Source: an optimization exercise on an open RTL-to-GDS flow (aim: small area, a short achievable clock period and few clock cycles per item). Production flows keep margins and buffers that such runs may drop. RTL that was checked went through simulation tests only; none was proved equivalent to the original. Power figures rest on the tool's default switching activity, not on a simulated workload.

== v31 ==
## compression_ratio_reset_monitor_unit
module compression_ratio_reset_monitor_unit (
    input  wire logic                               aclk,
    input  wire logic                               aresetn,
    input  wire logic                               s_valid,
    output logic                                    s_ready,
    input  wire logic [63:0]                        s_data,
    output logic                                    m_valid,
    input  wire logic                               m_ready,
    output logic [57:0]                             m_data,
    input  wire logic                               psel,
    input  wire logic                               penable,
    input  wire logic                               pwrite,
    input  wire logic [crrm_pkg::ADDR_BITS-1:0]     paddr,
    input  wire logic [crrm_pkg::DATA_BITS-1:0]     pwdata,
    output logic [crrm_pkg::DATA_BITS-1:0]          prdata,
    output logic                                    pready
);
Size: about 530 flip-flops, ~0.053 sq mm of cells after synthesis.
clock: 9.0 ns
lec_check: 0
cap_margin: 20
core_margin: 2
core_utilization: 40
setup_slack_margin: 4.0
slew_margin: 20
run.sh (not shown) runs the stock make flow with config.mk's settings and CLKGATE_MAP_FILE= SYNTH_SCRIPT=/design/flow/synth_recipe.tcl, a recipe that flattens the netlist after the stock synthesis.
v31 finished all stages; the layout is clean.
[inputs] v25 vs v31
--- a/flow/design.v
+++ b/flow/design.v
@@ -213,25 +213,31 @@
         end
     end
     logic [AW-1:0]    ssum;
     logic [AW-1:0]    fsum;
     logic [RB-1:0]    snew;
     logic [RB-1:0]    fnew;
     logic             clr;
     logic [MB-1:0]    sg_chunk;
     logic [MB-1:0]    fg_chunk;
-    logic [MB*(MC+1)-1:0] sg_ext;
-    logic [MB*(MC+1)-1:0] fg_ext;
+    logic [MB-1:0]    sg_next;
+    logic [MB-1:0]    fg_next;
+    logic [MB-1:0]    sgc_q;
+    logic [MB-1:0]    fgc_q;
+    logic [MB*(MC+2)-1:0] sg_ext;
+    logic [MB*(MC+2)-1:0] fg_ext;
     logic             lt32;
-    assign sg_ext   = (MB*(MC+1))'({sg_q, (MB*MC-GB)'(0)});
-    assign fg_ext   = (MB*(MC+1))'({fg_q, (MB*MC-GB)'(0)});
-    assign sg_chunk = sg_ext[MB*32'(mcnt_q) +: MB];
-    assign fg_chunk = fg_ext[MB*32'(mcnt_q) +: MB];
+    assign sg_ext   = (MB*(MC+2))'({sg_q, (MB*MC-GB)'(0)});
+    assign fg_ext   = (MB*(MC+2))'({fg_q, (MB*MC-GB)'(0)});
+    assign sg_chunk = sgc_q;
+    assign fg_chunk = fgc_q;
+    assign sg_next  = q_take ? sg_ext[MB-1:0] : sg_ext[MB*(32'(mcnt_q) + 1) +: MB];
+    assign fg_next  = q_take ? fg_ext[MB-1:0] : fg_ext[MB*(32'(mcnt_q) + 1) +: MB];
     function automatic logic [2*AW-1:0] csa_a(input logic [AW-1:0] x,
                                               input logic [AW-1:0] y,
                                               input logic [AW-1:0] z,
                                               input logic          c0);
         csa_a = {((x[AW-2:0] & y[AW-2:0]) | (x[AW-2:0] & z[AW-2:0]) | (y[AW-2:0] & z[AW-2:0])), c0,
                  x ^ y ^ z};
     endfunction
     function automatic logic [AW-1:0] mul_step(input logic [RB-1:0] acc,
                                                input logic [RB-1:0] d,
@@ -336,18 +342,20 @@
             facc_q  <= '0;
         end else if (mbusy_q && !commit) begin
             sacc_q  <= ssum[AW-1:MB];
             facc_q  <= fsum[AW-1:MB];
         end
         if (commit) begin
             savg_q <= snew;
             favg_q <= fnew;
         end
+        sgc_q <= sg_next;
+        fgc_q <= fg_next;
     end
     always_ff @(posedge aclk) begin
         if (!aresetn) begin
             la_q     <= 1'b1;
             zp_q     <= 1'b1;
             dbusy_q  <= '0;
             dspec_q  <= '0;
             qfull_q  <= '0;
             dcnt_q   <= '0;
@@ -393,18 +401,25 @@
                         dcnt_q[i]  <= '0;
                     end
                 end
                 if (accept) begin
                     dspec_q[nd] <= 1'b0;
                     la_q        <= nd;
                     zp_q        <= 1'b0;
                 end
             end
+            if (ce_q) begin
+                for (int i = 0; i < 2; i++) begin
+                    if (dbusy_q[i] && dspec_q[i] && !s_valid && !(succ_acc && (sd == 1'(i)))) begin
+                        dbusy_q[i] <= 1'b0;
+                    end
+                end
+            end
             if (q_take) begin
                 mbusy_q <= 1'b1;
                 mcnt_q  <= '0;
                 early_q <= early_clr;
                 if (early_clr) begin
                     ce_q <= 1'b1;
                 end
             end else if (mbusy_q) begin
                 mcnt_q <= mcnt_q + 1'b1;
==> comparison <==
The final layout from v25, which completed every stage, passed the timing, design-rule and antenna checks at the end of the flow.
Taking v31 as the reference, in v25 power drawn by the sequential cells increased about 5%, top achievable clock speed now sits higher, compound-cell area share of the yosys netlist moved up, switching share of total power went down by 0.23 points, first-iteration DRC count fell by 410.
Lower number of gates resized after CTS was reported by v25, not v31.
Run comparison: v25 cell with the biggest individual delay on the critical path sky130_fd_sc_hd__fa_1; v31 cell with the biggest individual delay on the critical path sky130_fd_sc_hd__fa_2
Of v31 and v25, the run reporting the lower via count was v25.
Cmp v25 vs v31: number of antenna violations at the first check in global routing lower in v25
Count of non-CTS inverters in the layout in v25 is 2.1% above v31.
Delta (v25 minus v31): routed length on met3 lower; combinational power higher.
Testbench counts of v25, summed over its fixed seeds: cycles 10,001, items 1,920.
For v31, only the layout was checked, not whether the RTL still works.

==> separate check: timing with driven ports <==
How much do the figures lean on ideal ports? The routed layouts below were timed once more, with nothing changed but the port constraints.
Step 1 (the two cells are an assumption about what drives the block):
set clk [get_ports {aclk}]
set_driving_cell -lib_cell sky130_fd_sc_hd__clkbuf_16 $clk
set_driving_cell -lib_cell sky130_fd_sc_hd__buf_2 [delete_from_list [all_inputs] $clk]
Step 2 moves the port delays by t, midway between the first and last clock arrival at a register: inputs arrive t later, outputs are due t later. That takes back most of the time a late clock gives input paths.
Three values: ideal ports, drivers, drivers and shift; two values: the first two.
run	shift t [ns]	setup WS [ns]	worst register clock-pin slew, ns	worst slew at a driven data input, ns
v31	0.728	3.320 / 3.320 / 3.320	0.07 / 0.07	0.22
v25	0.737	3.994 / 3.994 / 3.417	0.07 / 0.07	0.23
After both steps setup and hold are still met in every run listed. The setup slack of v25, which loses most, moves by 0.000 ns with the drivers and by -0.577 ns with both steps.
